Context: an optimization exercise on an open-source flow, tuned for small area, a short achievable clock period and few clock cycles. The choices shown serve that exercise and are no tape-out recipe. Only simulation tests tie the RTL to the original design; equivalence was not proved. Power is estimated from default activity; no workload was simulated.

## job 1417
==> flow/design.v <==
module mips_multicycle_core #(
  parameter logic [31:0] RESET_PC        = 32'h0000_0000,
  parameter bit          HALT_ON_ILLEGAL = 1'b1
) (
  input  logic        clk,
  input  logic        reset_n,
  output logic        mem_req,
  output logic        mem_we,
  output logic [31:0] mem_addr,
  output logic [31:0] mem_wdata,
  input  logic [31:0] mem_rdata,
  input  logic        mem_ready,
  input  logic [4:0]  dbg_addr,
  output logic [31:0] dbg_data,
  output logic [31:0] pc_out,
  output logic [31:0] instr_out,
  output logic [3:0]  state_out,
  output logic        retire,
  output logic        halted
);
  logic [31:2] pc;         
  logic [31:0] ir;         
  logic        ev;         
  logic        ir_ill;     
  logic        pred;       
  logic [31:0] a, b;       
  logic        halt_r;     
  logic        clr;        
  logic [31:0] regs [32];
  logic        d_r, d_mem, d_sw, d_beq, d_wr, d_sub, d_and, d_or, d_slt;
  logic [4:0]  wa;         
  logic [31:0] simm, ea, rsum, res;
  logic        ex, e_mem, mispred, slt;
  assign simm    = {{16{ir[15]}}, ir[15:0]};
  assign ex      = ev && !ir_ill;
  assign e_mem   = ev && d_mem;
  assign halted  = halt_r || (ev && ir_ill);
  assign ea   = a + simm;
  assign rsum = a + (d_sub ? ~b : b) + {31'd0, d_sub};
  assign slt  = (a[31] ^ b[31]) ? a[31] : rsum[31];
  assign res  = d_and ? a & b : d_or ? a | b : d_slt ? {31'd0, slt} : rsum;
  assign mispred = ex && d_beq && ((a == b) != pred);
  logic [31:2] alt_pc;
  assign alt_pc = pc + (pred ? ~simm[29:0] : simm[29:0]) + {29'd0, pred};
  logic        we;
  logic [31:0] wd;
  assign we = ev && d_wr && (!d_mem || mem_ready);
  assign wd = clr ? 32'd0 : d_mem ? mem_rdata : d_r ? res : ea;
  logic [5:0]  f_op, f_fn;
  logic [4:0]  f_rs, f_rt, f_wa, sel_a;
  logic        f_r, f_j, f_beq, f_ptk, f_ill, f_ok;
  logic [31:2] f_pc4, f_bt, f_next;
  logic [31:0] ra, rb;
  assign f_op  = mem_rdata[31:26];
  assign f_fn  = mem_rdata[5:0];
  assign f_rs  = mem_rdata[25:21];
  assign f_rt  = mem_rdata[20:16];
  assign f_r   = f_op == 6'h00;
  assign f_j   = f_op == 6'h02;
  assign f_beq = f_op == 6'h04;
  assign f_ptk = f_rs == f_rt || mem_rdata[15];
  assign f_ill = !(f_r || f_op == 6'h23 || f_op == 6'h2B || f_beq || f_op == 6'h08 || f_j) ||
                 (f_r && !(f_fn == 6'h20 || f_fn == 6'h22 || f_fn == 6'h24 || f_fn == 6'h25 ||
                           f_fn == 6'h2A));
  assign f_wa  = (f_r || f_op == 6'h08 || f_op == 6'h23) ? (f_r ? mem_rdata[15:11] : f_rt) : 5'd0;
  assign f_pc4 = pc + 30'd1;
  assign f_bt  = f_pc4 + {{14{mem_rdata[15]}}, mem_rdata[15:0]};
  assign f_next = f_j ? {f_pc4[31:28], mem_rdata[25:0]} : (f_beq && f_ptk) ? f_bt : f_pc4;
  assign f_ok  = !e_mem && !halted && mem_ready && !mispred;
  assign sel_a = (halt_r || ir_ill) ? dbg_addr : f_rs;
  assign ra = regs[sel_a];
  assign rb = regs[f_rt];
  assign dbg_data = ra;
  assign mem_req   = reset_n && !halt_r;
  assign mem_we    = e_mem && d_sw;
  assign mem_addr  = e_mem ? ea : {pc, 2'b00};
  assign mem_wdata = b;
  assign pc_out    = {pc, 2'b00};
  assign instr_out = ir;
  assign state_out = {4{halted}};
  assign retire    = ex && (!d_mem || mem_ready);
  always_ff @(posedge clk or negedge reset_n)
    if (!reset_n) begin
      pc     <= RESET_PC[31:2];
      ev     <= 1'b0;
      ir_ill <= 1'b0;
      halt_r <= 1'b0;
      clr    <= 1'b1;
    end else begin
      clr <= 1'b0;
      if (halted) halt_r <= 1'b1;
      ev <= f_ok || (e_mem && !mem_ready);
      if (f_ok) ir_ill <= f_ill;
      if (mispred) pc <= alt_pc;
      else if (f_ok) pc <= f_next;
    end
  always_ff @(posedge clk)
    if (f_ok) begin
      ir    <= mem_rdata;
      pred  <= f_ptk;
      a     <= (clr || (we && wa == f_rs)) ? wd : ra;
      b     <= (clr || (we && wa == f_rt)) ? wd : rb;
      wa    <= f_wa;
      d_r   <= f_r;
      d_mem <= f_op == 6'h23 || f_op == 6'h2B;
      d_sw  <= f_op == 6'h2B;
      d_beq <= f_beq;
      d_wr  <= f_wa != 5'd0 && !f_ill;
      d_sub <= f_r && f_fn[1];
      d_and <= f_r && f_fn[2:0] == 3'b100;
      d_or  <= f_r && f_fn[2:0] == 3'b101;
      d_slt <= f_r && f_fn[3];
    end
  assign regs[0] = 32'd0;
  for (genvar i = 1; i < 32; i++) begin : g_reg
    always_ff @(posedge clk)
      if (clr || (we && wa == 5'(i))) regs[i] <= wd;
  end
endmodule
export LEC_CHECK = 0
export CAP_MARGIN = 30
export CELL_PAD_IN_SITES_DETAIL_PLACEMENT = 1
export CELL_PAD_IN_SITES_GLOBAL_PLACEMENT = 2
export CORE_MARGIN = 2
export CORE_UTILIZATION = 45
export CTS_BUF_LIST = sky130_fd_sc_hd__clkbuf_4 sky130_fd_sc_hd__clkbuf_8
export PLACE_DENSITY = 0.6
export SETUP_SLACK_MARGIN = 4.0
export SLEW_MARGIN = 30
export TNS_END_PERCENT = 10
create_clock -name core_clock -period 10.0 [get_ports {clk}]
standard.sh (not shown) runs the stock make flow with config.mk's settings and CLKGATE_MAP_FILE= SYNTH_SCRIPT=/design/flow/synth_recipe.tcl, a recipe that flattens the netlist after the stock synthesis.
==> flow/flow/run.sh <==
#!/bin/bash
# The standard layout flow (standard.sh), with the port buffers that buffer_ports
# inserts made of plain buffers (sky130_fd_sc_hd__buf_4) instead of the delay cells it
# picks by default. Full tool output goes to standard.log.
set -o pipefail
export BUFFER_PORTS_ARGS="-buffer_cell sky130_fd_sc_hd__buf_4"
bash standard.sh finish > standard.log 2>&1
Testbench counts of job 1417, summed over its fixed seeds: cycles 22,519.
Modified inputs, job 4704 compared to job 1417
# job 1417
export LEC_CHECK = 0
export CAP_MARGIN = 30
export CELL_PAD_IN_SITES_DETAIL_PLACEMENT = 1
export CELL_PAD_IN_SITES_GLOBAL_PLACEMENT = 2
export CORE_MARGIN = 2
export CORE_UTILIZATION = 45
export CTS_BUF_LIST = sky130_fd_sc_hd__clkbuf_4 sky130_fd_sc_hd__clkbuf_8
export PLACE_DENSITY = 0.6
export SETUP_SLACK_MARGIN = 4.0
export SLEW_MARGIN = 30
export TNS_END_PERCENT = 10
create_clock -name core_clock -period 10.0 [get_ports {clk}]
# job 4704
export LEC_CHECK = 0
export CAP_MARGIN = 30
export CELL_PAD_IN_SITES_DETAIL_PLACEMENT = 1
export CELL_PAD_IN_SITES_GLOBAL_PLACEMENT = 2
export CORE_MARGIN = 2
export CORE_UTILIZATION = 45
export CTS_BUF_LIST = sky130_fd_sc_hd__clkbuf_8 sky130_fd_sc_hd__clkbuf_16
export CTS_CLUSTER_DIAMETER = 70
export CTS_CLUSTER_SIZE = 25
export PLACE_DENSITY = 0.6
export SETUP_SLACK_MARGIN = 3.5
export SLEW_MARGIN = 30
export TNS_END_PERCENT = 10
create_clock -name core_clock -period 10.0 [get_ports {clk}]
### Flow results
The clock skew reported for job 4704 is greater than that of job 1417 by 6.1 ps.
Job 4704: all stages complete, timing, DRC and antenna checks passed
In job 4704, the synthesis-to-layout area growth came out 5.7 points below the value in job 1417.
Job 4704 — remaining max-slew budget at the tightest pin 3.7 points higher, job 1417 as reference
Summary of job 4704 over job 1417: clock network power -9.7%, clock network fraction of design power -1.3 points, peak clock frequency supported by timing shrank by 7.0 MHz, clock period minus worst slack up 300 ps, multi-input logic portion of the cell area higher.
Changes in job 2319 relative to job 4704:
# job 4704
export LEC_CHECK = 0
export CAP_MARGIN = 30
export CELL_PAD_IN_SITES_DETAIL_PLACEMENT = 1
export CELL_PAD_IN_SITES_GLOBAL_PLACEMENT = 2
export CORE_MARGIN = 2
export CORE_UTILIZATION = 45
export CTS_BUF_LIST = sky130_fd_sc_hd__clkbuf_8 sky130_fd_sc_hd__clkbuf_16
export CTS_CLUSTER_DIAMETER = 70
export CTS_CLUSTER_SIZE = 25
export PLACE_DENSITY = 0.6
export SETUP_SLACK_MARGIN = 3.5
export SLEW_MARGIN = 30
export TNS_END_PERCENT = 10
create_clock -name core_clock -period 10.0 [get_ports {clk}]
# job 2319
export LEC_CHECK = 0
export CAP_MARGIN = 30
export CELL_PAD_IN_SITES_DETAIL_PLACEMENT = 1
export CELL_PAD_IN_SITES_GLOBAL_PLACEMENT = 2
export CORE_MARGIN = 2
export CORE_UTILIZATION = 45
export CTS_BUF_LIST = sky130_fd_sc_hd__clkbuf_4 sky130_fd_sc_hd__clkbuf_8
export PLACE_DENSITY = 0.6
export SETUP_SLACK_MARGIN = 3.5
export SLEW_MARGIN = 30
export TNS_END_PERCENT = 10
create_clock -name core_clock -period 10.0 [get_ports {clk}]
Findings:
- The area overhead of the layout relative to synthesis in job 2319 sits 1.5 points above the value recorded for job 4704.
- Comparing job 2319 against job 4704, there is no change at all in flip-flop and latch count.
- Delta(count of clock-buffer cells in the layout, job 2319 - job 4704) > 0
- Compared with job 4704, in job 2319 register-to-register path setup slack now smaller, number of levels the H-tree was split into now larger.
- Compared with job 4704, in job 2319 worst clock skew was more or less identical, register share of the cell area decreased 0.67 points, total number of cells along the worst setup path increased by 2 relative to the old numbers, hold slack saw little to no change.
- Fmax: job 2319 higher than job 4704
- In the reports for job 4704 and job 2319, the smaller fraction of met2 tracks used by global routing belongs to job 2319.
For job 4301, these inputs were changed with respect to job 2319:
# job 2319
export LEC_CHECK = 0
export CAP_MARGIN = 30
export CELL_PAD_IN_SITES_DETAIL_PLACEMENT = 1
export CELL_PAD_IN_SITES_GLOBAL_PLACEMENT = 2
export CORE_MARGIN = 2
export CORE_UTILIZATION = 45
export CTS_BUF_LIST = sky130_fd_sc_hd__clkbuf_4 sky130_fd_sc_hd__clkbuf_8
export PLACE_DENSITY = 0.6
export SETUP_SLACK_MARGIN = 3.5
export SLEW_MARGIN = 30
export TNS_END_PERCENT = 10
create_clock -name core_clock -period 10.0 [get_ports {clk}]
# job 4301
export LEC_CHECK = 0
export CAP_MARGIN = 30
export CELL_PAD_IN_SITES_DETAIL_PLACEMENT = 1
export CELL_PAD_IN_SITES_GLOBAL_PLACEMENT = 2
export CORE_MARGIN = 2
export CORE_UTILIZATION = 50
export CTS_BUF_LIST = sky130_fd_sc_hd__clkbuf_4 sky130_fd_sc_hd__clkbuf_8
export PLACE_DENSITY = 0.65
export SETUP_SLACK_MARGIN = 3.5
export SLEW_MARGIN = 30
export TNS_END_PERCENT = 10
create_clock -name core_clock -period 10.0 [get_ports {clk}]
- Combinational share of power ends up higher on job 2319.
- Delta (job 4301 minus job 2319): total routing usage reported by global routing went up by 3.8 points; routability-driven placement congestion ratio went up by about 2.5%.
- | combinational gate power | job 2319 vs job 4301 | ≈ equal |
- Diff job 2319 -> job 4301 | clock power | increase of about 3%
- A end point of the critical path of dbg_data[14] is what job 4301 shows, while dbg_data[15] belongs to job 2319.
- Comparing job 2319 and job 4301, the higher number of filler cells placed in the layout is on job 2319.

-- what the ideal ports hide --
No port has a modelled driver above. Below, the same layouts with a new extraction and two added sets of constraints. Step 1, drivers: a clkbuf_16 drives clk and a buf_2 each remaining input, both assumed. Step 2 adds t to the input delays and takes it off the output delays; t is the mean of the earliest and latest rising clock arrival at the registers after step 1. Input paths then give back, and output paths get back, about the clock's delay inside the block. Slacks: ideal ports / drivers / drivers and shift; pairs: ideal ports / drivers.
run | t (ns) | setup slack, ns | worst hold slack (ns) | worst data-port slew with drivers (ns)
job 1417 | 1.031 | 3.553 / 3.501 / 3.501 | 0.661 / 0.661 / 0.661 | 0.14
job 4704 | 0.812 | 3.249 / 3.228 / 3.228 | 0.668 / 0.668 / 0.668 | 0.14
job 2319 | 1.006 | 3.409 / 3.371 / 3.371 | 0.669 / 0.669 / 0.669 | 0.15
job 4301 | 0.976 | 3.366 / 3.342 / 3.342 | 0.673 / 0.673 / 0.673 | 0.14
After both steps every run listed still meets setup and hold. The setup slack of job 1417, which loses most, moves by -0.052 ns with the drivers and by -0.052 ns with both steps.
